What follows belongs to an exercise in optimizing a design on an open flow for small area, a short achievable clock period and few clock cycles per item; a production flow would make more cautious choices. In this exercise RTL edits were held to simulation tests only and were not proved equivalent to the original. No activity file was given, so power comes from the tool's default toggle rates.

[run.sh]
#!/bin/bash
# synth_recipe.tcl (not shown) runs the flow's synth.tcl, then flattens the netlist and writes it again
# the make line also repeats each setting of config.mk as NAME=value (left out here)
make -C /OpenROAD-flow-scripts/flow DESIGN_CONFIG=/design/flow/config.mk WORK_HOME=/design/flow/orfs CLKGATE_MAP_FILE= SYNTH_SCRIPT=/design/flow/synth_recipe.tcl finish
[config.mk]
export PLATFORM = sky130hd
export DESIGN_NAME = set_assoc_cache_hit_miss_top
export DESIGN_NICKNAME = set_assoc_cache_hit_miss_top
export VERILOG_FILES = /design/flow/design.v
export SDC_FILE = /design/flow/constraint.sdc
export NUM_CORES = 4
export LEC_CHECK = 0
export CAP_MARGIN = 20
export CORE_MARGIN = 2
export CORE_UTILIZATION = 40
export SLEW_MARGIN = 20
[constraint.sdc]
create_clock -name core_clock -period 13.0 [get_ports {i_clk}]
set_input_delay 2.6000 -clock core_clock [delete_from_list [all_inputs] [get_ports {i_clk}]]
set_output_delay 2.6000 -clock core_clock [all_outputs]
set_load 0.01 [all_outputs]
[design.v]
package sac_pkg;
    localparam int ADDR_W       = 16;
    localparam int MAX_SET_BITS = 4;
    localparam int MAX_WAY_BITS = 3;
    localparam int SET_W        = MAX_SET_BITS;
    localparam int WAY_W        = MAX_WAY_BITS;
    localparam int NUM_SETS     = 1 << MAX_SET_BITS;
    localparam int NUM_WAYS     = 1 << MAX_WAY_BITS;
    localparam int TAG_W        = 16;
    localparam int RANK_W       = 3;
    localparam int CNT_W        = 32;
    localparam int CFG_IDX_W    = 3;
    localparam int CFG_DATA_W   = 5;
endpackage
module sac_cfg_regs (
    input  logic                           i_clk,
    input  logic                           i_rst_n,
    input  logic                           i_cfg_we,
    input  logic [sac_pkg::CFG_IDX_W-1:0]  i_cfg_index,
    input  logic [sac_pkg::CFG_DATA_W-1:0] i_cfg_data,
    output logic [4:0]                     o_addr_bits,
    output logic [2:0]                     o_set_bits,
    output logic [1:0]                     o_way_bits,
    output logic [3:0]                     o_offset_bits,
    output logic                           o_policy
);
    logic [4:0]       r_addr_bits;
    logic [2:0]       r_set_bits;
    logic [1:0]       r_way_bits;
    logic [3:0]       r_offset_bits;
    logic             r_policy;
    always_ff @(posedge i_clk) begin
        if (!i_rst_n) begin
            r_addr_bits   <= 5'd16;
            r_set_bits    <= 3'd2;
            r_way_bits    <= 2'd1;
            r_offset_bits <= 4'd4;
            r_policy      <= 1'b0;
        end else if (i_cfg_we) begin
            case (i_cfg_index)
                3'd0: r_addr_bits   <= i_cfg_data[4:0];
                3'd1: r_set_bits    <= i_cfg_data[2:0];
                3'd2: r_way_bits    <= i_cfg_data[1:0];
                3'd3: r_offset_bits <= i_cfg_data[3:0];
                3'd4: r_policy      <= i_cfg_data[0];
                default: ;
            endcase
        end
    end
    assign o_addr_bits   = (r_addr_bits > 5'd16) ? 5'd16 : r_addr_bits;
    assign o_set_bits    = (r_set_bits > 3'd4) ? 3'd4 : r_set_bits;
    assign o_way_bits    = r_way_bits;
    assign o_offset_bits = r_offset_bits;
    assign o_policy      = r_policy;
endmodule
module set_assoc_cache_hit_miss_top (
    input  logic                           i_clk,
    input  logic                           i_rst_n,
    input  logic                           i_cfg_we,
    input  logic [sac_pkg::CFG_IDX_W-1:0]  i_cfg_index,
    input  logic [sac_pkg::CFG_DATA_W-1:0] i_cfg_data,
    input  logic                           start,
    output logic                           busy,
    input  logic [sac_pkg::ADDR_W-1:0]     i_address,
    output logic                           o_result_valid,
    output logic                           o_hit,
    output logic [sac_pkg::SET_W-1:0]      o_set_index,
    output logic [sac_pkg::TAG_W-1:0]      o_tag_value,
    output logic [sac_pkg::WAY_W-1:0]      o_way_used,
    output logic [sac_pkg::CNT_W-1:0]      o_hit_count,
    output logic [sac_pkg::CNT_W-1:0]      o_miss_count
);
    localparam int ADDR_W = sac_pkg::ADDR_W;
    localparam int SET_W  = sac_pkg::SET_W;
    localparam int TAG_W  = sac_pkg::TAG_W;
    localparam int WAY_W  = sac_pkg::WAY_W;
    localparam int CNT_W  = sac_pkg::CNT_W;
    localparam int NS     = sac_pkg::NUM_SETS;
    localparam int NW     = sac_pkg::NUM_WAYS;
    localparam int RW     = sac_pkg::RANK_W;
    localparam int ROW_W  = NW * (TAG_W + RW + 1);
    logic [4:0] cfg_addr_bits;
    logic [2:0] cfg_set_bits;
    logic [1:0] cfg_way_bits;
    logic [3:0] cfg_offset_bits;
    logic       cfg_policy;
    sac_cfg_regs u_cfg (
        .i_clk         (i_clk),
        .i_rst_n       (i_rst_n),
        .i_cfg_we      (i_cfg_we),
        .i_cfg_index   (i_cfg_index),
        .i_cfg_data    (i_cfg_data),
        .o_addr_bits   (cfg_addr_bits),
        .o_set_bits    (cfg_set_bits),
        .o_way_bits    (cfg_way_bits),
        .o_offset_bits (cfg_offset_bits),
        .o_policy      (cfg_policy)
    );
    logic [NW-1:0] act;
    assign act = {{4{cfg_way_bits == 2'd3}}, {2{cfg_way_bits[1]}},
                  cfg_way_bits != 2'd0, 1'b1};
    logic [NS-1:0][NW-1:0][TAG_W-1:0] r_tags;
    logic [NS-1:0][NW-1:0][RW-1:0]    r_ranks;
    logic [NS-1:0][NW-1:0]            r_valid;
    assign busy = 1'b0;
    logic              r1_v;
    logic [ADDR_W-1:0] r1_addr;
    always_ff @(posedge i_clk) begin
        r1_v    <= i_rst_n & start;
        r1_addr <= i_address;
    end
    logic [ADDR_W:0]   addr_mask;
    logic [ADDR_W-1:0] addr_cut;
    logic [ADDR_W-1:0] addr_shift;
    logic [SET_W:0]    set_mask;
    logic [4:0]        tag_shift;
    logic [SET_W-1:0]  s2_set;
    logic [TAG_W-1:0]  s2_tag;
    always_comb begin
        addr_mask  = ((ADDR_W+1)'(1) << cfg_addr_bits) - (ADDR_W+1)'(1);
        addr_cut   = r1_addr & addr_mask[ADDR_W-1:0];
        addr_shift = addr_cut >> cfg_offset_bits;
        set_mask   = ((SET_W+1)'(1) << cfg_set_bits) - (SET_W+1)'(1);
        s2_set     = addr_shift[SET_W-1:0] & set_mask[SET_W-1:0];
        tag_shift  = {1'b0, cfg_offset_bits} + {2'b0, cfg_set_bits};
        s2_tag     = TAG_W'(addr_cut >> tag_shift);
    end
    logic             r2_v;
    logic [SET_W-1:0] r2_set;
    logic [TAG_W-1:0] r2_tag;
    always_ff @(posedge i_clk) begin
        r2_v   <= i_rst_n & r1_v;
        r2_set <= s2_set;
        r2_tag <= s2_tag;
    end
    logic [NS-1:0][ROW_W-1:0] rows;
    logic [3:0][ROW_W-1:0]    rows_lo;
    logic [ROW_W-1:0]         row;
    logic [NW-1:0][TAG_W-1:0] row_tags;
    logic [NW-1:0][RW-1:0]    row_ranks;
    logic [NW-1:0]            row_valid;
    logic [NW-1:0]            s3_hv;
    always_comb begin
        for (int s = 0; s < NS; s++) begin
            rows[s] = {r_valid[s], r_ranks[s], r_tags[s]};
        end
        for (int g = 0; g < 4; g++) begin
            rows_lo[g] = r2_set[1] ? (r2_set[0] ? rows[4*g+3] : rows[4*g+2])
                                   : (r2_set[0] ? rows[4*g+1] : rows[4*g]);
        end
        row = r2_set[3] ? (r2_set[2] ? rows_lo[3] : rows_lo[2])
                        : (r2_set[2] ? rows_lo[1] : rows_lo[0]);
        {row_valid, row_ranks, row_tags} = row;
        for (int w = 0; w < NW; w++) begin
            s3_hv[w] = row_valid[w] && (row_tags[w] == r2_tag);
        end
    end
    logic                  r3_v;
    logic [SET_W-1:0]      r3_set;
    logic [TAG_W-1:0]      r3_tag;
    logic [NW-1:0]         r3_hv;
    logic [NW-1:0][RW-1:0] r3_ranks;
    logic [NW-1:0]         r3_valid;
    logic                  r3_fwd;
    logic                  r3_teq;
    always_ff @(posedge i_clk) begin
        r3_v     <= i_rst_n & r2_v;
        r3_set   <= r2_set;
        r3_tag   <= r2_tag;
        r3_hv    <= s3_hv;
        r3_ranks <= row_ranks;
        r3_valid <= row_valid;
        r3_fwd   <= r3_v && (r3_set == r2_set);
        r3_teq   <= (r3_tag == r2_tag);
    end
    logic [NW-1:0]         p_used;
    logic [NW-1:0][RW-1:0] p_ranks;
    logic [NW-1:0]         p_valid;
    logic [NW-1:0]         vl;
    logic [NW-1:0][RW-1:0] rk;
    logic [NW-1:0]         hit_vec;
    logic [NW-1:0]         emp_vec;
    logic [NW-1:0]         hit_oh;
    logic [NW-1:0]         emp_oh;
    logic [NW-1:0]         vic_oh;
    logic [NW-1:0]         used_oh;
    logic [NW-1:0][NW-1:0] gt;        
    logic [NW-1:0]         below;     
    logic [NW-1:0][RW-1:0] new_ranks;
    logic [NW-1:0]         new_valid;
    logic                  hit;
    logic                  empty;
    logic                  touch;
    logic                  vic_ok;
    logic [WAY_W-1:0]      used;
    logic [NW-1:0]         seen;
    always_comb begin
        vl = r3_fwd ? p_valid : r3_valid;
        rk = r3_fwd ? p_ranks : r3_ranks;
        for (int w = 0; w < NW; w++) begin
            hit_vec[w] = act[w] && ((r3_fwd && p_used[w]) ? r3_teq : r3_hv[w]);
            emp_vec[w] = act[w] && !vl[w];
        end
        hit   = |hit_vec;
        empty = |emp_vec;
        for (int w = 0; w < NW; w++) begin
            seen[w]   = 1'b0;
            for (int v = 0; v < w; v++) begin
                seen[w] = seen[w] | hit_vec[v];
            end
            hit_oh[w] = hit_vec[w] && !seen[w];
        end
        for (int w = 0; w < NW; w++) begin
            emp_oh[w] = emp_vec[w];
            for (int v = 0; v < w; v++) begin
                emp_oh[w] = emp_oh[w] && !emp_vec[v];
            end
        end
        for (int k = 0; k < NW; k++) begin
            for (int m = 0; m < NW; m++) begin
                gt[k][m] = rk[k] > rk[m];
            end
        end
        for (int w = 0; w < NW; w++) begin
            vic_ok = act[w];
            for (int v = 0; v < NW; v++) begin
                if (v < w) vic_ok = vic_ok && (!act[v] || gt[w][v]);
                if (v > w) vic_ok = vic_ok && (!act[v] || !gt[v][w]);
            end
            vic_oh[w] = vic_ok;
        end
        used_oh = hit ? hit_oh : (empty ? emp_oh : vic_oh);
        touch   = !hit || !cfg_policy;
        for (int k = 0; k < NW; k++) begin
            below[k] = !hit && empty;
            for (int m = 0; m < NW; m++) begin
                below[k] = below[k] || (used_oh[m] && gt[m][k]);
            end
        end
        for (int k = 0; k < NW; k++) begin
            new_ranks[k] = rk[k];
            if (touch) begin
                if (used_oh[k]) begin
                    new_ranks[k] = '0;
                end else if (act[k] && vl[k] && below[k] && (rk[k] != '1)) begin
                    new_ranks[k] = rk[k] + RW'(1);
                end
            end
        end
        new_valid = vl | used_oh;
        used = '0;
        for (int w = 0; w < NW; w++) begin
            if (used_oh[w]) used = used | WAY_W'(w);
        end
    end
    always_ff @(posedge i_clk) begin
        p_used  <= used_oh;
        p_ranks <= new_ranks;
        p_valid <= new_valid;
    end
    always_ff @(posedge i_clk) begin
        for (int s = 0; s < NS; s++) begin
            if (r3_v && (r3_set == SET_W'(s))) begin
                r_ranks[s] <= new_ranks;
                for (int w = 0; w < NW; w++) begin
                    if (!hit && used_oh[w]) begin
                        r_tags[s][w] <= r3_tag;
                    end
                end
            end
        end
    end
    always_ff @(posedge i_clk) begin
        if (!i_rst_n) begin
            r_valid <= '0;
        end else begin
            for (int s = 0; s < NS; s++) begin
                if (r3_v && (r3_set == SET_W'(s))) begin
                    r_valid[s] <= new_valid;
                end
            end
        end
    end
    logic [CNT_W-1:0] r_hits;
    logic [CNT_W-1:0] r_misses;
    logic             r_out_valid;
    logic             r_out_hit;
    logic [SET_W-1:0] r_out_set;
    logic [TAG_W-1:0] r_out_tag;
    logic [WAY_W-1:0] r_out_way;
    always_ff @(posedge i_clk) begin
        if (!i_rst_n) begin
            r_hits      <= '0;
            r_misses    <= '0;
            r_out_valid <= 1'b0;
        end else begin
            r_out_valid <= r3_v;
            if (r3_v) begin
                if (hit && (r_hits != '1)) r_hits <= r_hits + CNT_W'(1);
                if (!hit && (r_misses != '1)) r_misses <= r_misses + CNT_W'(1);
            end
        end
    end
    always_ff @(posedge i_clk) begin
        r_out_hit <= hit;
        r_out_set <= r3_set;
        r_out_tag <= r3_tag;
        r_out_way <= used;
    end
    assign o_result_valid = r_out_valid;
    assign o_hit          = r_out_hit;
    assign o_set_index    = r_out_set;
    assign o_tag_value    = r_out_tag;
    assign o_way_used     = r_out_way;
    assign o_hit_count    = r_hits;
    assign o_miss_count   = r_misses;
endmodule
==> out/results.txt, run 1 <==
CP Capture Type = register
Main synth FF type = edfxtp_1
M3 GR Usage = 3.08%
IO Port Bufs = 116
Cell variety after synth = 87
Setup Viol. Count Final = 0
Slew Limit Fails = 0
Fmax = 160 MHz
CP Launch Type = register
Hold_ws = 0.435 ns
Starting Density = 40.1%
Global-route wire length before repair = 415,000 um
Initial antenna violation count = 9
Filler cell count = 23,600
Critical path fanouts, max = 57
R2R Path End = r_ranks[0]
Worst reg2reg path startpoint = r3_fwd
R2r setup slk = 6.75 ns
Clock transition at path regs = 0.06 ns
Power Dens Cells = 158 nW/um^2
Yosys warnings = 2
Critical path's slowest cell = mux2i_1
Synth async-reset ratio = 0%
Detailed placement HPWL = 162,000 um
GRT busiest layer = met2
Grt total ovfl = 0
Area after DPL = 118,000 sq um
Combinational family with the most area after synthesis = multiplexers
Hold Fails Final Rpt = 0
Synth Register Bits = 2,805
Worst hold path class = register to register
Core area = 279,000 sq um
Final GP Congestion = 0.859
Post-Route WL = 287,000 um
Crit path required time = 13.48 ns
Post-synthesis compound-gate area fraction = 3.10%
Area delta synth->final = 14.4%
Clock sink total = 2,805
Hold worst-path end = r2_v
Synth Net Count = 5,881
Via count = 57,200
RSZ-0062 raised after global routing = false
Drt first-iter violations = 6,249
Hold buffers post-CTS = 0
Post-Synth Adder-Cell Area = 1.20%
Hold path cells = 1
Setup Skew = 0.0627 ns
Nets = 6,204
Crit path time final = 6.25 ns
Max-cap viol count = 0
WP data arrival = 6.73 ns
GR Util met1 = 29.1%
Drt first pass iters = 9
Final Instance Count excl. Fillers = 10,000
Final Core Density = 45.9%
Largest net degree at the start of global routing = 129
Max Root-Sink Buffers = 4
Die area = 284,000 sq um
Period utilisation layout = 48.1%
Crit Path Category = register to register
DR DRC count = 0
Status = no timing/DRC/antenna violations
Xor and xnor area share after synthesis = 1.63%
Setup_tns = 0 ns
Simple-Gate Fraction of Synth Area = 4.03%
Post-CTS Setup Bufs = 0
Top Ports = 118
Seq/Total Area, Yosys = 72.0%
Mux share of post-synthesis cell area = 16.6%
Post-CTS sizing = 0
Critical Path Max Stage Delay = 0.93 ns
Mapped Area = 112,000 sq um
Max-slew headroom = 22.4%
Via/cell ratio = 5.70
Peak supply drop = 0.0993 mV
Post-synth EDFFs = 2,432
Cell area after layout = 128,000 sq um
Overall power = 20.2 mW
Post-route ant nets = 0
Worst R2R Path Depth = 13
Synthesized area per cell = 19.4 sq um
Root buf cell = clkbuf_16
Cells after Synth = 5,746
Placement Rows = 194
Cts bufs inserted = 295
Fin worst setup slack = 6.75 ns
Layout cell share with drive strength beyond 1 = 25.0%
TritonCTS clock tree = yes
Insertion delay to the later sink of the worst-skew pair = 0.87 ns
Die width = 533 um
Delay-heaviest family, CP = compound AO/OA/AOI/OAI gates
DR WL/cell = 28.6 um
Die height = 533 um
Buffers and inverters on the worst path = 1
Place WS = 6.36 ns
GR Util met2 = 31.2%
Critical path, cell by cell = mux2i_1 -> inv_1 -> ha_1 -> and3b_1 -> o21ai_0 -> nand3b_1 -> o21ai_0 -> a41oi_1 -> o21bai_2 -> a222oi_1 -> a311o_1 -> mux2i_1 -> o21ai_1
Worst Tran Pin Value = 1.15 ns
Post-Place Cells = 9,486
Vias in the first global route = 57,700
P_leak = 42.6 nW
# H-tree levels = 5
GR Util All Layers = 19.9%
Hold Crit Start = r1_v
## cells in the final DEF (no fill, tap or decap), types with 115 or more instances in the layout
| cell type | Yosys | routed |
|---|---|---|
| buf_4 | 3 | 211 |
| clkbuf_16 | 0 | 305 |
| clkdlybuf4s50_1 | 0 | 115 |
| dfxtp_1 | 373 | 352 |
| edfxtp_1 | 2432 | 2432 |
| mux4_2 | 768 | 768 |
| nand2_1 | 231 | 231 |
| nor2_1 | 227 | 160 |
| o211a_1 | 131 | 131 |
| xnor2_1 | 164 | 164 |
## metal layers
layer	vias up	share of wire [%]
li1	24100	-
met1	30700	44
met2	2060	47
met3	424	6.6
met4	4	2.6
met5	-	0.0073
## cell type report
cell class                 instances  area [sq um]  share of cell area [%]
clock inverter                   137          1140                   0.891
tap                             3724          4660                    3.64
multi-input combinational       2556         30000                    23.4
timing repair buffer             346          3050                    2.39
sequential                      2805         80600                    63.0
clock buffer                     396          8210                    6.42
inverter                          65           244                   0.191
antenna                            4          10.0                 0.00783
## power by group
part / switching [mW] / internal, mW
Clock: 3.43 / 4.76
Combinational: 1.10 / 0.737
Sequential: 0.150 / 10.0
## flip-flops by register name (all words and copies together), names as in the netlist, 16 cells and up
| signal | count |
|---|---|
| r_out_tag | 16 |
| r2_tag | 16 |
| p_ranks | 24 |
| r3_ranks | 24 |
| r_misses | 32 |
| r_tags | 2048 |
| r_valid | 128 |
| r_ranks | 384 |
| r3_tag | 16 |
| r_hits | 32 |
| r1_addr | 16 |
## cells in the mapped netlist (11+ instances only)
library cell,n,area [sq um]
a211oi_1,45,338
a21boi_0,12,90.1
o211ai_1,11,82.6
nand3b_1,30,225
nand2_1,231,867
and4_1,12,105
nor4_1,21,131
dfxtp_1,373,7470
nor2b_1,58,363
mux4_2,768,17300
nand3_1,83,415
inv_1,46,173
xnor2_1,164,1440
clkbuf_1,205,769
nand4_1,44,275
a31oi_1,16,100
nor2_1,227,852
mux2_2,18,203
o21ai_0,49,245
xor2_1,44,385
ha_1,106,1330
nor3_1,19,95.1
o211a_1,131,1310
or3_1,16,100
and2_1,73,457
clkinv_1,17,63.8
buf_1,57,214
mux2i_1,99,991
buf_2,51,255
and3_1,47,294
edfxtp_1,2432,73000
a21oi_1,93,465
## cells by family after synthesis
logic type / count (synthesis)
AOI/OAI and AO/OA: 452
xor gates and xnor gates: 208
adders and majority gates: 107
buffers and inverters: 385
DFF: 2805
muxes: 890
other: 1
and+or+nand+nor: 898
## worst max path at each step
| stage | from | endpoint | slack, ns | cells after the start |
|---|---|---|---|---|
| floorplan | r3_fwd | r_ranks[111] | 7.56 | 16 |
| global placement | r3_fwd | r_ranks[337] | 6.56 | 13 |
| detailed placement | r3_fwd | r_ranks[193] | 6.36 | 13 |
| CTS | r3_fwd | r_ranks[361] | 6.33 | 13 |
| global route | r3_fwd | r_ranks[144] | 6.40 | 13 |
| finish | r3_fwd | r_ranks[0] | 6.75 | 13 |
## worst reg2reg max path: stages (launching register included)
cell and delay (ns):
dfxtp_4 0.88, mux2i_1 0.95, inv_1 0.27, ha_1 0.39, and3b_1 0.19, o21ai_0 0.42
nand3b_1 0.12, o21ai_0 0.13, a41oi_1 0.20, o21bai_2 0.66, a222oi_1 0.27, a311o_1 0.48
mux2i_1 0.16, o21ai_1 0.78
Testbench counts, summed over its fixed seeds: cycles 48,576, items 48,000.
==> inputs of run 2 (changes only) <==
--- a/design.v
+++ b/design.v
@@ -134,6 +134,14 @@
         r2_tag <= s2_tag;
     end
-    logic [NS-1:0][ROW_W-1:0] rows;
-    logic [3:0][ROW_W-1:0]    rows_lo;
+    logic [NS-1:0]            s2_set_oh;
+    logic [NS-1:0]            r2_set_oh;
+    always_comb begin
+        for (int s = 0; s < NS; s++) begin
+            s2_set_oh[s] = (s2_set == SET_W'(s));
+        end
+    end
+    always_ff @(posedge i_clk) begin
+        r2_set_oh <= s2_set_oh;
+    end
     logic [ROW_W-1:0]         row;
     logic [NW-1:0][TAG_W-1:0] row_tags;
@@ -142,13 +150,10 @@
     logic [NW-1:0]            s3_hv;
     always_comb begin
+        row = '0;
         for (int s = 0; s < NS; s++) begin
-            rows[s] = {r_valid[s], r_ranks[s], r_tags[s]};
-        end
-        for (int g = 0; g < 4; g++) begin
-            rows_lo[g] = r2_set[1] ? (r2_set[0] ? rows[4*g+3] : rows[4*g+2])
-                                   : (r2_set[0] ? rows[4*g+1] : rows[4*g]);
+            if (r2_set_oh[s]) begin
+                row = row | {r_valid[s], r_ranks[s], r_tags[s]};
+            end
         end
-        row = r2_set[3] ? (r2_set[2] ? rows_lo[3] : rows_lo[2])
-                        : (r2_set[2] ? rows_lo[1] : rows_lo[0]);
         {row_valid, row_ranks, row_tags} = row;
         for (int w = 0; w < NW; w++) begin
@@ -156,25 +161,34 @@
         end
     end
+    logic [NW-1:0]         used_oh;
+    logic [NW-1:0][RW-1:0] new_ranks;
+    logic [NW-1:0]         new_valid;
+    logic                  fwd;
+    logic                  teq;
     logic                  r3_v;
     logic [SET_W-1:0]      r3_set;
+    logic [NS-1:0]         r3_set_oh;
     logic [TAG_W-1:0]      r3_tag;
     logic [NW-1:0]         r3_hv;
     logic [NW-1:0][RW-1:0] r3_ranks;
     logic [NW-1:0]         r3_valid;
-    logic                  r3_fwd;
-    logic                  r3_teq;
+    assign fwd = r3_v && (r3_set == r2_set);
+    assign teq = (r3_tag == r2_tag);
     always_ff @(posedge i_clk) begin
-        r3_v     <= i_rst_n & r2_v;
-        r3_set   <= r2_set;
-        r3_tag   <= r2_tag;
-        r3_hv    <= s3_hv;
-        r3_ranks <= row_ranks;
-        r3_valid <= row_valid;
-        r3_fwd   <= r3_v && (r3_set == r2_set);
-        r3_teq   <= (r3_tag == r2_tag);
-    end
-    logic [NW-1:0]         p_used;
-    logic [NW-1:0][RW-1:0] p_ranks;
-    logic [NW-1:0]         p_valid;
+        r3_v      <= i_rst_n & r2_v;
+        r3_set    <= r2_set;
+        r3_set_oh <= r2_set_oh;
+        r3_tag    <= r2_tag;
+        if (fwd) begin
+            r3_hv    <= (s3_hv & ~used_oh) | (used_oh & {NW{teq}});
+            r3_ranks <= new_ranks;
+            r3_valid <= new_valid;
+        end else begin
+            r3_hv    <= s3_hv;
+            r3_ranks <= row_ranks;
+            r3_valid <= row_valid;
+        end
+    end
+    logic [NW-1:0]         hv;
     logic [NW-1:0]         vl;
     logic [NW-1:0][RW-1:0] rk;
@@ -184,9 +198,9 @@
     logic [NW-1:0]         emp_oh;
     logic [NW-1:0]         vic_oh;
-    logic [NW-1:0]         used_oh;
-    logic [NW-1:0][NW-1:0] gt;        
-    logic [NW-1:0]         below;     
-    logic [NW-1:0][RW-1:0] new_ranks;
-    logic [NW-1:0]         new_valid;
+    logic [NW-1:0][NW-1:0] gt;         
+    logic [NW-1:0]         below_hit;  
+    logic [NW-1:0]         below_vic;  
+    logic [NW-1:0]         below;      
+    logic [NW-1:0]         inc;
     logic                  hit;
     logic                  empty;
@@ -194,24 +208,17 @@
     logic                  vic_ok;
     logic [WAY_W-1:0]      used;
-    logic [NW-1:0]         seen;
     always_comb begin
-        vl = r3_fwd ? p_valid : r3_valid;
-        rk = r3_fwd ? p_ranks : r3_ranks;
-        for (int w = 0; w < NW; w++) begin
-            hit_vec[w] = act[w] && ((r3_fwd && p_used[w]) ? r3_teq : r3_hv[w]);
-            emp_vec[w] = act[w] && !vl[w];
-        end
-        hit   = |hit_vec;
-        empty = |emp_vec;
-        for (int w = 0; w < NW; w++) begin
-            seen[w]   = 1'b0;
-            for (int v = 0; v < w; v++) begin
-                seen[w] = seen[w] | hit_vec[v];
-            end
-            hit_oh[w] = hit_vec[w] && !seen[w];
-        end
+        hv = r3_hv;
+        vl = r3_valid;
+        rk = r3_ranks;
+        hit_vec = act & hv;
+        emp_vec = act & ~vl;
+        hit     = |hit_vec;
+        empty   = |emp_vec;
         for (int w = 0; w < NW; w++) begin
+            hit_oh[w] = hit_vec[w];
             emp_oh[w] = emp_vec[w];
             for (int v = 0; v < w; v++) begin
+                hit_oh[w] = hit_oh[w] && !hit_vec[v];
                 emp_oh[w] = emp_oh[w] && !emp_vec[v];
             end
@@ -230,20 +237,23 @@
             vic_oh[w] = vic_ok;
         end
-        used_oh = hit ? hit_oh : (empty ? emp_oh : vic_oh);
-        touch   = !hit || !cfg_policy;
         for (int k = 0; k < NW; k++) begin
-            below[k] = !hit && empty;
+            below_hit[k] = 1'b0;
+            below_vic[k] = 1'b0;
             for (int m = 0; m < NW; m++) begin
-                below[k] = below[k] || (used_oh[m] && gt[m][k]);
+                below_hit[k] = below_hit[k] || (hit_oh[m] && gt[m][k]);
+                below_vic[k] = below_vic[k] || (act[m] && gt[m][k]);
             end
+            below[k] = hit ? below_hit[k] : (empty || below_vic[k]);
+            inc[k]   = act[k] && vl[k] && below[k] && (rk[k] != '1);
         end
+        used_oh = hit ? hit_oh : (empty ? emp_oh : vic_oh);
+        touch   = !hit || !cfg_policy;
         for (int k = 0; k < NW; k++) begin
-            new_ranks[k] = rk[k];
-            if (touch) begin
-                if (used_oh[k]) begin
-                    new_ranks[k] = '0;
-                end else if (act[k] && vl[k] && below[k] && (rk[k] != '1)) begin
-                    new_ranks[k] = rk[k] + RW'(1);
-                end
+            if (touch && used_oh[k]) begin
+                new_ranks[k] = '0;
+            end else if (touch && inc[k]) begin
+                new_ranks[k] = rk[k] + RW'(1);
+            end else begin
+                new_ranks[k] = rk[k];
             end
         end
@@ -255,11 +265,6 @@
     end
     always_ff @(posedge i_clk) begin
-        p_used  <= used_oh;
-        p_ranks <= new_ranks;
-        p_valid <= new_valid;
-    end
-    always_ff @(posedge i_clk) begin
         for (int s = 0; s < NS; s++) begin
-            if (r3_v && (r3_set == SET_W'(s))) begin
+            if (r3_v && r3_set_oh[s]) begin
                 r_ranks[s] <= new_ranks;
                 for (int w = 0; w < NW; w++) begin
@@ -276,5 +281,5 @@
         end else begin
             for (int s = 0; s < NS; s++) begin
-                if (r3_v && (r3_set == SET_W'(s))) begin
+                if (r3_v && r3_set_oh[s]) begin
                     r_valid[s] <= new_valid;
                 end
==> out/results.txt, run 2 <==
Initial antenna violation count = 10 (+1)
Critical path's slowest cell = nor2_1
Die width = 519 um (-2.5%)
Most frequent cells after synthesis = edfxtp_1 (2,432), a221oi_1 (589), a22o_1 (588)
# H-tree levels = 5 (unchanged)
Top post-synthesis cells by area = edfxtp_1 (69%), dfxtp_1 (6.8%), a221oi_1 (4.9%), a22o_1 (4.8%), ha_1 (1.2%)
Starting Density = 40.1% (about the same)
Global-route wire length before repair = 489,000 um (+18%)
Synthesized area per cell = 16.3 sq um (-16%)
Insertion delay to the later sink of the worst-skew pair = 0.97 ns (+0.10 ns)
Root buf cell = clkbuf_16
Top-area cell type share of the netlist area = 68.8% (+3.4 points)
Final GP Congestion = 0.933 (+8.7%)
Nets = 6,867 (+11%)
Setup_tns = 0 ns (unchanged)
Largest net degree at the start of global routing = 106 (-18%)
Peak supply drop = 0.156 mV (+57%)
DR DRC count = 0 (unchanged)
Via/cell ratio = 6.38 (+12%)
Max Root-Sink Buffers = 4 (unchanged)
Area delta synth->final = 14.3%
Top reg by flops = r_tags
Max-cap viol count = 0 (unchanged)
Die area = 270,000 sq um (-4.9%)
Setup Viol. Count Final = 0 (unchanged)
Layout cell share with drive strength beyond 1 = 12.0% (-13 points)
Power Dens Cells = 163 nW/um^2 (+3.3%)
Most frequent cells in the layout = edfxtp_1 (2,432), a221oi_1 (589), a22o_1 (588)
Die height = 519 um (-2.5%)
Final Core Density = 45.9% (about the same)
Clock sink total = 2,795 (-0.36%)
P_leak = 39.7 nW (-6.9%)
Vias in the first global route = 63,800 (+11%)
Drt first pass iters = 8 (-1)
Buffers and inverters on the worst path = 1 (unchanged)
Critical Path Max Stage Delay = 0.79 ns (-0.14 ns)
Core area = 265,000 sq um (-5.0%)
Overall power = 19.8 mW (-1.9%)
Period utilisation layout = 38.0% (-10 points)
Synth Net Count = 6,666 (+13%)
DR WL/cell = 33.4 um (+17%)
Mapped Area = 106,000 sq um (-5.0%)
Crit Path Category = register to register
Cells after Synth = 6,531 (+14%)
Delay-heaviest family, CP = simple AND/OR/NAND/NOR gates
Synth Register Bits = 2,795 (-0.36%)
Cell repeated most along the worst path = nor2_1
GR Util All Layers = 25.2% (+5.2 points)
Worst Tran Pin Value = 1.16 ns (+0.00867 ns)
Post-CTS Setup Bufs = 0 (unchanged)
Commonest non-fill, non-tap cell in the layout = edfxtp_1
Grt total ovfl = 0 (unchanged)
Post-CTS sizing = 0 (unchanged)
Post-route ant nets = 0 (unchanged)
TritonCTS clock tree = yes
Yosys top cell by area = edfxtp_1
Worst hold path class = register to register
Hold buffers post-CTS = 0 (unchanged)
Critical path, cell by cell = or4_4 -> a2bb2oi_4 -> inv_2 -> nand2_1 -> o311ai_1 -> nor2_1 -> xnor2_1 -> nor2_1
Drt first-iter violations = 9,800 (+57%)
Cell variety after synth = 97 (+11%)
Placement Rows = 189 (-2.6%)
Detailed placement HPWL = 195,000 um (+20%)
RSZ-0062 raised after global routing = false
Max-slew headroom = 22.5% (+0.13 points)
Critical path fanouts, max = 18 (-68%)
Main synth FF type = edfxtp_1
Via count = 66,800 (+17%)
Yosys warnings = 2 (unchanged)
Setup Skew = 0.113 ns (+0.0504 ns)
Fmax = 202 MHz (+26%)
Status = no timing/DRC/antenna violations
Seq/Total Area, Yosys = 75.6% (+3.6 points)
Post-synth EDFFs = 2,432 (unchanged)
Max reg flops = 2,048 (unchanged)
Crit path time final = 4.94 ns (-1.31 ns)
CP Launch Type = register
WP data arrival = 5.49 ns (-1.24 ns)
Largest registers = r_tags: 2048 flops, r_ranks: 384 flops, r_valid: 128 flops
Most frequent cell after synthesis = edfxtp_1
Cts bufs inserted = 293 (-0.68%)
IO Port Bufs = 116 (unchanged)
Slew Limit Fails = 0 (unchanged)
Hold Fails Final Rpt = 0 (unchanged)
Clock transition at path regs = 0.06 ns (about the same)
Top Ports = 118 (unchanged)
Post-Route WL = 350,000 um (+22%)
CP Capture Type = register
Synth async-reset ratio = 0% (unchanged)
Crit path required time = 13.55 ns (+0.07 ns)
[run 2: cell count changes in the layout (fill, tap and decap cells not counted), sizes merged, moves of 112 or more]
cell	delta
mux4	-764
a221oi	+587
nand4	+152
a22oi	+116
a22o	+583
o21ai	+112
o211a	-112
[run 2: cell families after synthesis]
| logic type | count (synthesis) | share of synthesized area (%) |
|---|---|---|
| xor gates and xnor gates | 214 | 1.76 |
| and+or+nand+nor | 990 | 4.99 |
| buffers and inverters | 496 | 1.78 |
| adders and majority gates | 107 | 1.27 |
| DFF | 2795 | 75.6 |
| AOI/OAI and AO/OA | 1869 | 14.0 |
| other | 1 | 0.00353 |
| muxes | 59 | 0.620 |
[run 2: worst register-to-register path: stages (launching register included)]
cell	delay (ns)
dfxtp_1	0.64
or4_4	0.73
a2bb2oi_4	0.61
inv_2	0.42
nand2_1	0.72
o311ai_1	0.31
nor2_1	0.26
xnor2_1	0.10
nor2_1	0.79
[run 2: cell type report]
cell class                 count  area (sq um)
sequential                  2795         80400
tap                         3533          4420
fill                       22400        143000
timing repair buffer         329          2920
inverter                      73           274
multi-input combinational   3240         24600
antenna                        6          15.0
clock inverter               121           970
clock buffer                 373          7780
[run 2: metrics by stage]
step	setup slack (ns)	area [sq um]	hold WS (ns)	std cells
after floorplan	9.44	106000	0.329	6531
after global placement	8.21	112000	0.357	9961
after detailed placement	8.17	112000	0.355	9968
after CTS	8.25	121000	0.363	10500
after global routing	7.91	121000	0.374	10500
final	8.06	121000	0.367	10500
[run 2: where the power goes]
group          internal [mW]  switching [mW]
Clock                   4.51            3.40
Sequential              10.0           0.220
Combinational          0.485            1.20
[run 2: path summary, 6_finish.rpt]
kind	startpoint	endpoint	slack [ns]	cells after the start
max	r3_hv[0]	r_ranks[129]	8.06	8
max reg2reg	r3_hv[0]	r_ranks[129]	8.06	8
min	r2_set[3]	r3_set[3]	0.37	0
min reg2reg	r2_set[3]	r3_set[3]	0.37	0
[run 2: per-layer routing]
layer | vias up | track usage (%) | share of wire, %
met4 | 7 | 8.33 | 3.6
met5 | - | 0.284 | 0.040
met2 | 4217 | 39.0 | 45
met1 | 34600 | 35.2 | 40
li1 | 27300 | - | -
met3 | 720 | 5.32 | 11
Testbench counts of run 2, summed over its fixed seeds: cycles 48,576, items 48,000.
==> inputs of run 3 (changes only) <==
==> flow/run.sh (new file) <==
#!/bin/bash
# The standard layout, with the timing repair steps aiming for a setup slack of
# SETUP_SLACK_MARGIN ns at the design's clock period (the constraints are unchanged).
set -euo pipefail
bash standard.sh SETUP_SLACK_MARGIN=9 finish > flow_make.log 2>&1
==> standard.sh (new file) <==
#!/bin/bash
# synth_recipe.tcl (not shown) runs the flow's synth.tcl, then flattens the netlist and writes it again
# the make line also repeats each setting of config.mk as NAME=value (left out here)
make -C /OpenROAD-flow-scripts/flow DESIGN_CONFIG=/design/flow/config.mk WORK_HOME=/design/flow/orfs CLKGATE_MAP_FILE= SYNTH_SCRIPT=/design/flow/synth_recipe.tcl "${@:-finish}"
removed: run.sh
==> out/results.txt, run 3 <==
Drt first-iter violations = 9,512 (-2.9%)
Layout cell share with drive strength beyond 1 = 16.1% (+4.1 points)
# H-tree levels = 5 (unchanged)
Top Ports = 118 (unchanged)
WP data arrival = 1.46 ns (-4.03 ns)
Hold worst-path end = r3_set[3]
Cells after Synth = 6,531 (unchanged)
Max-cap viol count = 0 (unchanged)
DR DRC count = 0 (unchanged)
Hold Fails Final Rpt = 0 (unchanged)
Clock sink total = 2,795 (unchanged)
Setup Viol. Count Final = 0 (unchanged)
Die area = 270,000 sq um (unchanged)
Final GP Congestion = 0.933 (unchanged)
Worst R2R Path Depth = 8 (unchanged)
Most frequent cell after synthesis = edfxtp_1
Synth async-reset ratio = 0% (unchanged)
R2r setup slk = 8.97 ns (+0.91 ns)
Hold buffers post-CTS = 0 (unchanged)
Clock transition at path regs = 0.06 ns (about the same)
Vias in the first global route = 64,300 (+0.89%)
Synthesized area per cell = 16.3 sq um (unchanged)
RSZ-0062 raised after global routing = true
Most frequent cells in the layout = edfxtp_1 (2,432), a22o_1 (588), a221oi_1 (582)
Critical Path Max Stage Delay = 0.41 ns (-0.38 ns)
Worst hold path class = register to register
Stages on the worst setup path = 1 (-7)
CP Launch Type = register
Placement Rows = 189 (unchanged)
Place WS = 8.17 ns (unchanged)
Power Dens Cells = 161 nW/um^2 (-1.4%)
Post-Route WL = 353,000 um (+0.92%)
Slew Limit Fails = 0 (unchanged)
R2R Path End = r3_ranks[19]
Crit path time final = 4.06 ns (-0.884 ns)
TritonCTS clock tree = yes
Fmax = 247 MHz (+22%)
Max Root-Sink Buffers = 4 (unchanged)
Via count = 67,200 (+0.50%)
Worst reg2reg path startpoint = r3_hv[0]
Commonest non-fill, non-tap cell in the layout = edfxtp_1
CP Capture Type = output port
Post-synth EDFFs = 2,432 (unchanged)
Area delta synth->final = 16.0%
Drt first pass iters = 7 (-1)
Synth Register Bits = 2,795 (unchanged)
Fin worst setup slack = 8.94 ns (+0.884 ns)
Core area = 265,000 sq um (unchanged)
Status = no timing/DRC/antenna violations
Cts bufs inserted = 293 (unchanged)
Via/cell ratio = 6.35 (-0.47%)
Die width = 519 um (unchanged)
Detailed placement HPWL = 195,000 um (unchanged)
Period utilisation layout = 31.2% (-6.8 points)
Nets = 6,971 (+1.5%)
Global-route wire length before repair = 492,000 um (+0.65%)
Top post-synthesis cells by area = edfxtp_1 (69%), dfxtp_1 (6.8%), a221oi_1 (4.9%), a22o_1 (4.8%), ha_1 (1.2%)
IO Port Bufs = 116 (unchanged)
Peak supply drop = 0.156 mV (-0.10%)
Crit Path Category = register to output port
Largest net degree at the start of global routing = 106 (unchanged)
Delay-heaviest family, CP = flip-flops
Hold Crit Start = r2_set[3]
Cell variety after synth = 97 (unchanged)
Seq/Total Area, Yosys = 75.6% (unchanged)
Root buf cell = clkbuf_16
Worst Tran Pin Value = 1.14 ns (-0.0197 ns)
Main synth FF type = edfxtp_1
Setup_tns = 0 ns (unchanged)
Largest registers = r_tags: 2048 flops, r_ranks: 384 flops, r_valid: 128 flops
Critical path, cell by cell = buf_6
Max-slew headroom = 23.6% (+1.1 points)
Most frequent cells after synthesis = edfxtp_1 (2,432), a221oi_1 (589), a22o_1 (588)
Max reg flops = 2,048 (unchanged)
Insertion delay to the later sink of the worst-skew pair = 0.97 ns (about the same)
Initial antenna violation count = 11 (+1)
P_leak = 40.7 nW (+2.6%)
Post-route ant nets = 0 (unchanged)
Final Core Density = 46.6% (+0.69 points)
Mapped Area = 106,000 sq um (unchanged)
Yosys warnings = 2 (unchanged)
Hold path cells = 0 (unchanged)
Grt total ovfl = 0 (unchanged)
Critical path fanouts, max = 1 (-17)
Top reg by flops = r_tags
Yosys top cell by area = edfxtp_1
Die height = 519 um (unchanged)
Overall power = 19.9 mW (+0.11%)
Setup Skew = 0.111 ns (-0.00217 ns)
Critical path's slowest cell = dfxtp_4
GR Util All Layers = 25.3% (+0.16 points)
Crit path required time = 10.40 ns (-3.15 ns)
Synth Net Count = 6,666 (unchanged)
DR WL/cell = 33.4 um (about the same)
Top-area cell type share of the netlist area = 68.8% (unchanged)
Starting Density = 40.1% (unchanged)
Buffers and inverters on the worst path = 1 (unchanged)
## run 3: cell counts after synthesis
No cell type changed its count.
## run 3: final cells by class
type | instances | area [sq um]
fill | 22200 | 141000
sequential | 2795 | 80600
multi-input combinational | 3240 | 25000
clock buffer | 373 | 7780
tap | 3533 | 4420
timing repair buffer | 433 | 4150
clock inverter | 121 | 970
inverter | 73 | 278
antenna | 5 | 12.5
## run 3: worst max path at each step
| stage | startpoint | end |
|---|---|---|
| 6_report | r_out_way[0] | o_way_used[0] |
| 5_1_grt | r_out_way[1] | o_way_used[1] |
| 4_1_cts | r_out_way[1] | o_way_used[1] |
| 3_5_place_dp | i_rst_n | r_valid[62] |
| 2_1_floorplan | i_cfg_we | u_cfg.r_addr_bits[4] |
| 3_3_place_gp | r2_set_oh[3] | r3_hv[2] |
## run 3: logic make-up after synthesis
| group | Yosys count | share of synthesized area [%] |
|---|---|---|
| AND/OR/NAND/NOR | 990 | 4.99 |
| XOR/XNOR | 214 | 1.76 |
| buffers and inverters | 496 | 1.78 |
| other | 1 | 0.00353 |
| flip-flops | 2795 | 75.6 |
| multiplexers | 59 | 0.620 |
| adder cells (fa/ha/maj) | 107 | 1.27 |
| AO/OA/AOI/OAI | 1869 | 14.0 |
## run 3: layer usage
metal  vias to the layer above  part of all wire (%)  GRT usage [%]
met5                         -                 0.048          0.284
met4                        11                   3.7           8.57
met3                       717                    11           5.31
met2                      4070                    45           39.3
met1                     34800                    40           35.4
li1                      27500                     -              -
## run 3: per-stage QoR
| step | instance area (sq um) | cells | hold WS (ns) |
|---|---|---|---|
| floorplan | 106000 | 6531 | 0.329 |
| global placement | 112000 | 9961 | 0.357 |
| detailed placement | 112000 | 9968 | 0.355 |
| CTS | 123000 | 10500 | 0.363 |
| global route | 123000 | 10600 | 0.374 |
| finish | 123000 | 10600 | 0.364 |
## run 3: power by group
group	internal, mW	switching [mW]
Combinational	0.500	1.22
Sequential	10.0	0.219
Clock	4.51	3.39
## run 3: timing repair
action / 4_1_cts / 5_1_grt
buffers inserted: 82 / 24
pin swaps: 20 / 15
setup endpoints to repair: 1737 / 908
gates cloned: 0 / 0
resized for setup: 603 / 76
==> inputs of run 4 (changes only) <==
--- a/design.v
+++ b/design.v
@@ -104,10 +104,4 @@
     logic [NS-1:0][NW-1:0]            r_valid;
     assign busy = 1'b0;
-    logic              r1_v;
-    logic [ADDR_W-1:0] r1_addr;
-    always_ff @(posedge i_clk) begin
-        r1_v    <= i_rst_n & start;
-        r1_addr <= i_address;
-    end
     logic [ADDR_W:0]   addr_mask;
     logic [ADDR_W-1:0] addr_cut;
@@ -119,5 +113,5 @@
     always_comb begin
         addr_mask  = ((ADDR_W+1)'(1) << cfg_addr_bits) - (ADDR_W+1)'(1);
-        addr_cut   = r1_addr & addr_mask[ADDR_W-1:0];
+        addr_cut   = i_address & addr_mask[ADDR_W-1:0];
         addr_shift = addr_cut >> cfg_offset_bits;
         set_mask   = ((SET_W+1)'(1) << cfg_set_bits) - (SET_W+1)'(1);
@@ -130,5 +124,5 @@
     logic [TAG_W-1:0] r2_tag;
     always_ff @(posedge i_clk) begin
-        r2_v   <= i_rst_n & r1_v;
+        r2_v   <= i_rst_n & start;
         r2_set <= s2_set;
         r2_tag <= s2_tag;
==> out/results.txt, run 4 <==
Core area = 263,000 sq um (-0.62%)
Yosys warnings = 2 (unchanged)
Top reg by flops = r_tags
Max-cap viol count = 0 (unchanged)
Placement Rows = 188 (-0.53%)
Via count = 66,900 (-0.42%)
Initial antenna violation count = 6 (-5)
Power Dens Cells = 164 nW/um^2 (+1.8%)
Grt total ovfl = 0 (unchanged)
Cells after Synth = 6,506 (-0.38%)
Most frequent cells after synthesis = edfxtp_1 (2,432), a221oi_1 (572), a22o_1 (565)
Met3 routed WL = 35,700 um (-4.2%)
Filler cell count = 22,500 (+1.1%)
Synth Net Count = 6,641 (-0.38%)
Final GP Congestion = 0.904 (-3.2%)
Top-area cell type share of the netlist area = 68.9% (+0.13 points)
Commonest non-fill, non-tap cell in the layout = edfxtp_1
Final Core Density = 46.8% (+0.21 points)
Hold Crit Start = r3_set[1]
Post-route ant nets = 0 (unchanged)
Seq/Total Area, Yosys = 75.4% (-0.18 points)
Wire length on met1 = 139,000 um (-2.4%)
Main synth FF type = edfxtp_1
Worst hold path class = register to register
GR Util All Layers = 24.8% (-0.49 points)
Fin worst setup slack = 8.98 ns (+0.0320 ns)
CP Capture Type = output port
WL met2 = 161,000 um (+0.23%)
Buffers and inverters on the worst path = 1 (unchanged)
Area after DPL = 112,000 sq um (about the same)
Top post-synthesis cells by area = edfxtp_1 (69%), dfxtp_1 (6.5%), a221oi_1 (4.7%), a22o_1 (4.7%), ha_1 (1.3%)
Root buf cell = clkbuf_16
Worst R2R Path Depth = 7 (-1)
Cell variety after synth = 96 (-1.0%)
Global-route wire length before repair = 484,000 um (-1.6%)
Die area = 269,000 sq um (-0.19%)
Starting Density = 40.3% (+0.17 points)
Vias in the first global route = 64,100 (-0.45%)
Setup Skew = 0.0793 ns (-0.0315 ns)
DR DRC count = 0 (unchanged)
Most frequent cell after synthesis = edfxtp_1
Crit Path Category = register to output port
IO Port Bufs = 116 (unchanged)
DR WL/cell = 32.9 um (-1.6%)
Insertion delay to the later sink of the worst-skew pair = 0.94 ns (-0.03 ns)
Cts bufs inserted = 293 (unchanged)
Max Root-Sink Buffers = 4 (unchanged)
Critical path's slowest cell = dfxtp_4
Post-Route WL = 347,000 um (-1.6%)
Synth Register Bits = 2,778 (-0.61%)
Setup Viol. Count Final = 0 (unchanged)
Uppermost routed layer = met5
Max-slew headroom = 20.6% (-3.1 points)
Setup_tns = 0 ns (unchanged)
Slew Limit Fails = 0 (unchanged)
# H-tree levels = 5 (unchanged)
Hold path cells = 0 (unchanged)
Die height = 519 um (about the same)
Most frequent cells in the layout = edfxtp_1 (2,432), a221oi_1 (571), a22o_1 (565)
Top Ports = 118 (unchanged)
Worst reg2reg path startpoint = r3_hv[0]
Die width = 519 um (about the same)
Layout cell share with drive strength beyond 1 = 17.1% (+0.94 points)
P_leak = 41.0 nW (+0.74%)
WP data arrival = 1.42 ns (-0.04 ns)
Nets = 6,967 (-0.057%)
RSZ-0062 raised after global routing = true
Place WS = 7.60 ns (-0.578 ns)
Synth async-reset ratio = 0% (unchanged)
Post-Place Cells = 9,969 (+0.010%)
Area delta synth->final = 16.0% (about the same)
CP Launch Type = register
Overall power = 20.2 mW (+1.6%)
Delay-heaviest family, CP = flip-flops
Max reg flops = 2,048 (unchanged)
Clock sink total = 2,778 (-0.61%)
Fmax = 249 MHz (+0.80%)
Synthesized area per cell = 16.3 sq um (+0.19%)
Hold Fails Final Rpt = 0 (unchanged)
Stages on the worst setup path = 1 (unchanged)
Crit path time final = 4.02 ns (-0.0320 ns)
Final Instance Count excl. Fillers = 10,600 (-0.076%)
Clock transition at path regs = 0.06 ns (about the same)
Crit path required time = 10.40 ns (about the same)
Drt first-iter violations = 9,137 (-3.9%)
Critical Path Max Stage Delay = 0.37 ns (-0.04 ns)
Drt first pass iters = 6 (-1)
Largest net degree at the start of global routing = 114 (+7.5%)
Cell area after layout = 123,000 sq um (-0.17%)
Via/cell ratio = 6.33 (-0.34%)
Largest registers = r_tags: 2048 flops, r_ranks: 384 flops, r_valid: 128 flops
Detailed placement HPWL = 180,000 um (-7.6%)
CP startpoint = r_out_tag[7]
Hold_ws = 0.366 ns (+0.00213 ns)
TritonCTS clock tree = yes
Status = no timing/DRC/antenna violations
Critical path fanouts, max = 1 (unchanged)
Yosys top cell by area = edfxtp_1
Period utilisation layout = 30.9% (-0.25 points)
Peak supply drop = 0.167 mV (+7.4%)
Worst Tran Pin Value = 1.19 ns (+0.0443 ns)
Critical path, cell by cell = buf_6
Mapped Area = 106,000 sq um (-0.19%)
Post-synth EDFFs = 2,432 (unchanged)
run 4: cell count changes after synthesis, moves of 12 or more:
cell / delta
o21ai_0: -59
o211a_1: +47
a21oi_1: -45
a22oi_1: +43
nand2_1: +43
a22o_1: -23
a221oi_1: -17
dfxtp_1: -17
nor2_1: +14
or3_1: +12
run 4: cells by family (layout without fill, tap and decap cells):
kind of cell	count (synthesis)	after routing	share of synthesized area, %
other cells	1	4	0.00354
buf+inv	495	1036	1.83
compound gates	1815	1815	13.9
mux	54	54	0.596
fa+ha+maj	107	107	1.27
simple gates	1043	1043	5.20
xor+xnor	213	213	1.76
flops	2778	2778	75.4
run 4: final timing paths:
check | to | slack [ns]
max | o_tag_value[7] | 8.98
min | r_out_set[1] | 0.37
max reg2reg | r_ranks[85] | 9.00
min reg2reg | r_out_set[1] | 0.37
run 4: final cells by class:
cell class	instances	area, sq um	share of cell area (%)
Sequential cell	2778	80300	65.2
Multi-Input combinational cell	3233	24900	20.2
Clock buffer	373	7900	6.42
Tap cell	3515	4400	3.58
Timing Repair Buffer	460	4010	3.26
Clock inverter	137	1270	1.03
Inverter	66	260	0.212
Antenna cell	3	7.51	0.00610
run 4: report_power, final:
group,internal (mW),switching [mW]
registers,10.0,0.250
clock network,4.76,3.38
logic,0.545,1.24
total,15.3,4.87
run 4: repair_timing:
action,4_1_cts,5_1_grt
pin swaps,10,4
resized for setup,595,54
cloned,1,1
endpoints found under the setup margin,630,917
hold buffers,0,0
buffers inserted,72,9
run 4: routing by layer:
layer	GRT usage, %	up-vias
li1	-	27500
met1	34.3	34800
met3	4.96	676
met5	0	-
met4	8.03	6
met2	39.3	3889
Testbench counts of run 4, summed over its fixed seeds: cycles 48,432, items 48,000.
==> inputs of run 5 (changes only) <==
--- a/design.v
+++ b/design.v
@@ -162,5 +162,4 @@
     logic                  r3_v;
     logic [SET_W-1:0]      r3_set;
-    logic [NS-1:0]         r3_set_oh;
     logic [TAG_W-1:0]      r3_tag;
     logic [NW-1:0]         r3_hv;
@@ -172,5 +171,4 @@
         r3_v      <= i_rst_n & r2_v;
         r3_set    <= r2_set;
-        r3_set_oh <= r2_set_oh;
         r3_tag    <= r2_tag;
         if (fwd) begin
@@ -260,5 +258,5 @@
     always_ff @(posedge i_clk) begin
         for (int s = 0; s < NS; s++) begin
-            if (r3_v && r3_set_oh[s]) begin
+            if (r3_v && (r3_set == SET_W'(s))) begin
                 r_ranks[s] <= new_ranks;
                 for (int w = 0; w < NW; w++) begin
@@ -275,5 +273,5 @@
         end else begin
             for (int s = 0; s < NS; s++) begin
-                if (r3_v && r3_set_oh[s]) begin
+                if (r3_v && (r3_set == SET_W'(s))) begin
                     r_valid[s] <= new_valid;
                 end
--- a/config.mk
+++ b/config.mk
@@ -9,3 +9,4 @@
 export CORE_MARGIN = 2
 export CORE_UTILIZATION = 40
+export CTS_BUF_LIST = sky130_fd_sc_hd__clkbuf_8
 export SLEW_MARGIN = 20
==> out/results.txt, run 5 <==
Register area = 80,000 sq um (-0.38%)
Critical Path Max Stage Delay = 0.36 ns (about the same)
Yosys top cell by area = edfxtp_1
GR Util All Layers = 25.0% (+0.21 points)
Drt first pass iters = 6 (unchanged)
Multi-input gate area = 24,600 sq um (-1.1%)
Setup Viol. Count Final = 0 (unchanged)
Nets = 7,088 (+1.7%)
Insertion delay to the later sink of the worst-skew pair = 1.14 ns (+0.20 ns)
Top-area cell type share of the netlist area = 69.3% (+0.41 points)
Via/cell ratio = 6.23 (-1.7%)
Worst Tran Pin Value = 1.21 ns (+0.0272 ns)
GRT busiest layer = met2
Post-Route WL = 344,000 um (-0.96%)
Top Ports = 118 (unchanged)
Setup_tns = 0 ns (unchanged)
# H-tree levels = 5 (unchanged)
Die width = 517 um (-0.30%)
Largest registers = r_tags: 2048 flops, r_ranks: 384 flops, r_valid: 128 flops
Hold Fails Final Rpt = 0 (unchanged)
Die height = 517 um (-0.30%)
Max-cap viol count = 0 (unchanged)
Max Root-Sink Buffers = 4 (unchanged)
Grt total ovfl = 0 (unchanged)
Peak supply drop = 0.0943 mV (-44%)
Global-route wire length before repair = 481,000 um (-0.55%)
Synth async-reset ratio = 0% (unchanged)
GR Util met1 = 34.1% (-0.23 points)
Initial antenna violation count = 13 (+7)
Layout cell share with drive strength beyond 1 = 18.4% (+1.3 points)
Synthesized area per cell = 16.2 sq um (-0.28%)
Synth Net Count = 6,620 (-0.32%)
Clock sink total = 2,762 (-0.58%)
Detailed placement HPWL = 183,000 um (+1.6%)
Clock transition at path regs = 0.06 ns (about the same)
Final Core Density = 46.2% (-0.52 points)
GR Util met2 = 39.7% (+0.43 points)
Crit Path Category = register to output port
TritonCTS clock tree = yes
DR DRC count = 0 (unchanged)
Status = no timing/DRC/antenna violations
Seq/Total Area, Yosys = 75.6% (+0.15 points)
Period utilisation layout = 32.3% (+1.4 points)
Crit path time final = 4.20 ns (+0.176 ns)
Power Dens Cells = 155 nW/um^2 (-5.6%)
CP Capture Type = output port
IO Port Bufs = 116 (unchanged)
Fmax = 238 MHz (-4.2%)
Cts bufs inserted = 442 (+51%)
M3 GR Usage = 5.43% (+0.47 points)
Filler cell count = 22,500 (+0.14%)
P_leak = 39.1 nW (-4.7%)
Max reg flops = 2,048 (unchanged)
Vias in the first global route = 65,300 (+2.0%)
Die area = 268,000 sq um (-0.59%)
Yosys warnings = 2 (unchanged)
Drt first-iter violations = 8,774 (-4.0%)
Top post-synthesis cells by area = edfxtp_1 (69%), dfxtp_1 (6.3%), a221oi_1 (4.6%), a22o_1 (4.6%), nor2_1 (1.3%)
Critical path fanouts, max = 1 (unchanged)
Crit path required time = 10.40 ns (about the same)
DR WL/cell = 31.8 um (-3.2%)
Post-synth EDFFs = 2,432 (unchanged)
Via count = 67,300 (+0.62%)
Main synth FF type = edfxtp_1
Buffers and inverters on the worst path = 1 (unchanged)
RSZ-0062 raised after global routing = true
Delay-heaviest family, CP = flip-flops
Commonest non-fill, non-tap cell in the layout = edfxtp_1
WP data arrival = 1.60 ns (+0.18 ns)
Largest net degree at the start of global routing = 98 (-14%)
Most frequent cells after synthesis = edfxtp_1 (2,432), a221oi_1 (559), a22o_1 (558)
Max-slew headroom = 17.9% (-2.6 points)
Placement Rows = 188 (unchanged)
Mapped Area = 105,000 sq um (-0.60%)
Critical path, cell by cell = buf_6
Starting Density = 40.2% (-0.13 points)
Cell variety after synth = 97 (+1.0%)
Most frequent cells in the layout = edfxtp_1 (2,432), a22o_1 (558), a221oi_1 (557)
Final GP Congestion = 0.916 (+1.4%)
CP Launch Type = register
Slew Limit Fails = 0 (unchanged)
Worst hold path class = register to register
Top reg by flops = r_tags
Setup Skew = 0.168 ns (+0.0888 ns)
Root buf cell = clkbuf_8
Area delta synth->final = 15.1%
Cells after Synth = 6,485 (-0.32%)
Core area = 262,000 sq um (-0.27%)
Hold_ws = 0.366 ns (-0.0000460 ns)
Most frequent cell after synthesis = edfxtp_1
Critical path's slowest cell = dfxtp_4
Synth Register Bits = 2,762 (-0.58%)
Post-route ant nets = 0 (unchanged)
[run 5: layout make-up]
cell class	instances	area share [%]
diodes	5	0.0103
clock buffers	469	5.32
clock inverters	313	1.30
inverters	69	0.216
multi-input cells	3228	20.3
flip-flops and latches	2762	65.9
well taps	3515	3.63
repair buffers	450	3.31
[run 5: worst paths after layout]
check / to / slack, ns / from / cells after the start
worst max-delay path: o_tag_value[13] / 8.80 / r_out_tag[13] / 1
worst min-delay path: r3_set[1] / 0.37 / r2_set[1] / 0
worst max register to register: r3_hv[5] / 9.00 / r2_set_oh[0] / 8
worst min register to register: r3_set[1] / 0.37 / r2_set[1] / 0
[run 5: repair_timing]
action	4_1_cts	5_1_grt
gates resized for setup	646	56
gates cloned	0	1
hold buffers	0	0
buffers inserted	71	14
pin swaps	4	7
setup endpoints to repair	790	480
[run 5: power breakdown]
| part | total, mW | internal (mW) | switching (mW) |
|---|---|---|---|
| clock | 6.90 | 3.53 | 3.37 |
| combinational | 1.72 | 0.522 | 1.20 |
| sequential | 10.2 | 9.95 | 0.230 |
[run 5: cells by family (layout without fill, tap and decap cells)]
group	Yosys count	count (layout)	synth area share [%]
AO/OA/AOI/OAI	1789	1790	13.8
AND/OR/NAND/NOR	1053	1053	5.14
other	1	6	0.00356
XOR/XNOR	212	212	1.76
flip-flops	2762	2762	75.6
adder cells (fa/ha/maj)	107	107	1.28
buffers and inverters	496	1301	1.81
multiplexers	65	65	0.672
[run 5: through the flow]
| stage | std cells | instance area (sq um) | setup WS [ns] | power (mW) |
|---|---|---|---|---|
| floorplan | 6485 | 105000 | 8.77 | 11.3 |
| global placement | 9937 | 112000 | 7.67 | 12.0 |
| detailed placement | 9937 | 112000 | 7.74 | 12.0 |
| CTS | 10800 | 121000 | 8.69 | 18.8 |
| global route | 10800 | 121000 | 8.71 | 19.4 |
| finish | 10800 | 121000 | 8.80 | 18.8 |
[run 5: routing by layer]
layer | wire [um] | vias up | share of wire (%)
met4 | 11700 | 14 | 3.4
li1 | - | 27800 | -
met2 | 159000 | 4059 | 46
met5 | 96 | - | 0.028
met3 | 36300 | 701 | 11
met1 | 137000 | 34700 | 40
Testbench counts of run 5, summed over its fixed seeds: cycles 48,432, items 48,000.
==> inputs of run 6 (changes only) <==
--- a/config.mk
+++ b/config.mk
@@ -8,5 +8,4 @@
 export CAP_MARGIN = 20
 export CORE_MARGIN = 2
-export CORE_UTILIZATION = 40
-export CTS_BUF_LIST = sky130_fd_sc_hd__clkbuf_8
+export CORE_UTILIZATION = 60
 export SLEW_MARGIN = 20
==> out/results.txt, run 6 <==
Yosys top cell by area = edfxtp_1
Status = no timing/DRC/antenna violations
WL met2 = 156,000 um (-2.0%)
Top post-synthesis cells by area = edfxtp_1 (69%), dfxtp_1 (6.3%), a221oi_1 (4.6%), a22o_1 (4.6%), nor2_1 (1.3%)
Post-Route WL = 335,000 um (-2.7%)
CP Launch Type = input pin
R2r setup slk = 8.95 ns (-0.05 ns)
Most frequent cells after synthesis = edfxtp_1 (2,432), a221oi_1 (559), a22o_1 (558)
GR Util All Layers = 36.9% (+12 points)
Die height = 423 um (-18%)
Critical path fanouts, max = 6 (+5)
Detailed placement HPWL = 177,000 um (-3.3%)
Clock sink total = 2,762 (unchanged)
Top reg by flops = r_tags
Worst hold path class = register to register
Die area = 179,000 sq um (-33%)
Most frequent cells in the layout = edfxtp_1 (2,432), a22o_1 (558), a221oi_1 (558)
Vias in the first global route = 63,600 (-2.7%)
DR WL/cell = 35.8 um (+13%)
Grt total ovfl = 0 (unchanged)
Cts bufs inserted = 290 (-34%)
Seq/Total Area, Yosys = 75.6% (unchanged)
P_leak = 38.7 nW (-0.81%)
Overall power = 19.8 mW (+5.3%)
Clock transition at path regs = 0.06 ns (about the same)
Most frequent cell after synthesis = edfxtp_1
Die width = 423 um (-18%)
Synth Register Bits = 2,762 (unchanged)
Mapped Area = 105,000 sq um (unchanged)
Final GP Congestion = 0.902 (-1.6%)
Cells after Synth = 6,485 (unchanged)
Crit path time final = 4.08 ns (-0.119 ns)
Post-route ant nets = 0 (unchanged)
IO Port Bufs = 116 (unchanged)
Insertion delay to the later sink of the worst-skew pair = 0.94 ns (-0.20 ns)
Max-slew headroom = 26.3% (+8.3 points)
Root buf cell = clkbuf_16
Starting Density = 60.5% (+20 points)
Setup Viol. Count Final = 0 (unchanged)
Yosys warnings = 2 (unchanged)
TritonCTS clock tree = yes
Initial antenna violation count = 7 (-6)
Synth Net Count = 6,620 (unchanged)
Nets = 6,937 (-2.1%)
Area after DPL = 110,000 sq um (-1.3%)
Global-route wire length before repair = 471,000 um (-2.2%)
Largest net degree at the start of global routing = 100 (+2.0%)
Critical Path Max Stage Delay = 0.55 ns (+0.19 ns)
WP data arrival = 4.83 ns (+3.23 ns)
Fmax = 245 MHz (+2.9%)
Peak supply drop = 0.169 mV (+79%)
RSZ-0062 raised after global routing = true
Top Ports = 118 (unchanged)
Via/cell ratio = 7.15 (+15%)
Commonest non-fill, non-tap cell in the layout = edfxtp_1
Placement Rows = 153 (-19%)
Post-synth EDFFs = 2,432 (unchanged)
# H-tree levels = 5 (unchanged)
Top-area cell type share of the netlist area = 69.3% (unchanged)
Drt first pass iters = 6 (unchanged)
Hold Fails Final Rpt = 0 (unchanged)
Wire length on met1 = 128,000 um (-6.7%)
Hold buffers post-CTS = 0 (unchanged)
Max Root-Sink Buffers = 4 (unchanged)
Via count = 66,700 (-0.83%)
Crit Path Category = input pin to register
Critical path's slowest cell = clkdlybuf4s50_1
Synthesized area per cell = 16.2 sq um (unchanged)
Worst Tran Pin Value = 1.11 ns (-0.108 ns)
Max-cap viol count = 0 (unchanged)
Largest registers = r_tags: 2048 flops, r_ranks: 384 flops, r_valid: 128 flops
Final Core Density = 69.2% (+23 points)
CP Capture Type = register
Main synth FF type = edfxtp_1
Layout cell share with drive strength beyond 1 = 16.9% (-1.5 points)
Synth async-reset ratio = 0% (unchanged)
Cell variety after synth = 97 (unchanged)
Met3 routed WL = 36,400 um (+0.25%)
Drt first-iter violations = 9,449 (+7.7%)
Setup_tns = 0 ns (unchanged)
Slew Limit Fails = 0 (unchanged)
Core area = 174,000 sq um (-34%)
Uppermost routed layer = met5
Critical path, cell by cell = clkdlybuf4s50_1 -> mux2_4 -> a32oi_4 -> o22a_1 -> o21ai_1 -> a311oi_2 -> a2111o_1 -> buf_4 -> nor4_1
Filler cell count = 11,600 (-48%)
Setup Skew = 0.0700 ns (-0.0981 ns)
Period utilisation layout = 31.4% (-0.92 points)
Cell area after layout = 121,000 sq um (-0.65%)
Max reg flops = 2,048 (unchanged)
Crit path required time = 13.75 ns (+3.35 ns)
DR DRC count = 0 (unchanged)
Power Dens Cells = 164 nW/um^2 (+6.0%)
Area delta synth->final = 14.4%
[run 6: logic make-up (layout without fill, tap and decap cells)]
logic type / after synthesis / in the layout / synth area share, %
adders and majority gates: 107 / 107 / 1.28
AOI/OAI and AO/OA: 1789 / 1790 / 13.8
DFF: 2762 / 2762 / 75.6
muxes: 65 / 65 / 0.672
other: 1 / 2 / 0.00356
buffers and inverters: 496 / 1023 / 1.81
xor gates and xnor gates: 212 / 212 / 1.76
and+or+nand+nor: 1053 / 1054 / 5.14
[run 6: area by class of cell]
| cell class | instances | area (sq um) | share of cell area (%) |
|---|---|---|---|
| Inverter | 69 | 264 | 0.219 |
| Multi-Input combinational cell | 3229 | 24600 | 20.4 |
| Tap cell | 2325 | 2910 | 2.41 |
| Clock buffer | 395 | 7990 | 6.63 |
| Sequential cell | 2762 | 79900 | 66.3 |
| Timing Repair inverter | 1 | 5.00 | 0.00415 |
| Clock inverter | 109 | 970 | 0.805 |
| Timing Repair Buffer | 449 | 3810 | 3.16 |
| Antenna cell | 1 | 2.50 | 0.00208 |
[run 6: routing by layer]
layer / GRT usage (%) / vias to the layer above
li1: - / 27400
met1: 51.3 / 34300
met2: 57.8 / 4263
met3: 7.35 / 737
met4: 14.9 / 6
met5: 0 / -
[run 6: timing repair]
item	4_1_cts	5_1_grt
gates cloned	0	3
setup buffers	63	15
resized for setup	558	69
pin swaps	6	10
setup endpoints to repair	698	636
[run 6: path summary, 6_finish.rpt]
| check | startpoint | to | depth (start not counted) |
|---|---|---|---|
| setup / recovery | i_address[11] | r2_set_oh[12] | 9 |
| hold / removal | r2_set[3] | r3_set[3] | 0 |
| setup reg to reg | r3_ranks[18] | r_ranks[290] | 9 |
| hold reg to reg | r2_set[3] | r3_set[3] | 0 |
[run 6: power breakdown]
group | internal, mW | leakage [nW] | switching, mW
Sequential | 9.95 | 24.3 | 0.224
Clock | 4.62 | 4.40 | 3.32
Combinational | 0.514 | 10.0 | 1.18
Total | 15.1 | 38.7 | 4.72
[run 6: worst max-delay path, delay by kind of cell]
kind                   cells  cell delay (ns)
multiplexers               1             0.19
AO/OA/AOI/OAI              5             0.95
AND/OR/NAND/NOR            1             0.33
buffers and inverters      2             0.75
[run 6: through the flow]
| stage | setup WS, ns | hold WS (ns) | instances |
|---|---|---|---|
| 5_1_grt | 8.79 | 0.365 | 9340 |
| 2_1_floorplan | 8.77 | 0.329 | 6485 |
| 6_report | 8.92 | 0.364 | 9340 |
| 3_3_place_gp | 7.91 | 0.357 | 8751 |
| 3_5_place_dp | 7.89 | 0.357 | 8752 |
| 4_1_cts | 8.74 | 0.363 | 9319 |

==> what the ideal ports hide <==
No port has a modelled driver above. Below, the same layouts with a new extraction and two added sets of constraints.
Step 1: set_driving_cell puts a clkbuf_16 on i_clk and a buf_2 on each other input, an assumption about the parent block.
Step 2 also shifts input and output timing later by t, the mid clock arrival at the registers, as if the neighbouring blocks saw the same clock.
Three values: ideal, step 1, step 2; two values: the first two.
run	shift t [ns]	setup slack, ns	cell pins on the clock port's net
run 1	0.939	6.753 / 6.753 / 6.753	1
run 2	1.010	8.061 / 8.061 / 8.061	1
run 3	1.010	8.945 / 8.850 / 8.331	1
run 4	0.999	8.977 / 8.882 / 8.137	1
run 5	1.143	8.801 / 8.715 / 7.917	1
run 6	1.000	8.921 / 8.934 / 7.993	1
After both steps every run listed still meets setup and hold. For run 6, which loses most, drivers alone change the setup slack by +0.013 ns; drivers and shift together by -0.928 ns.
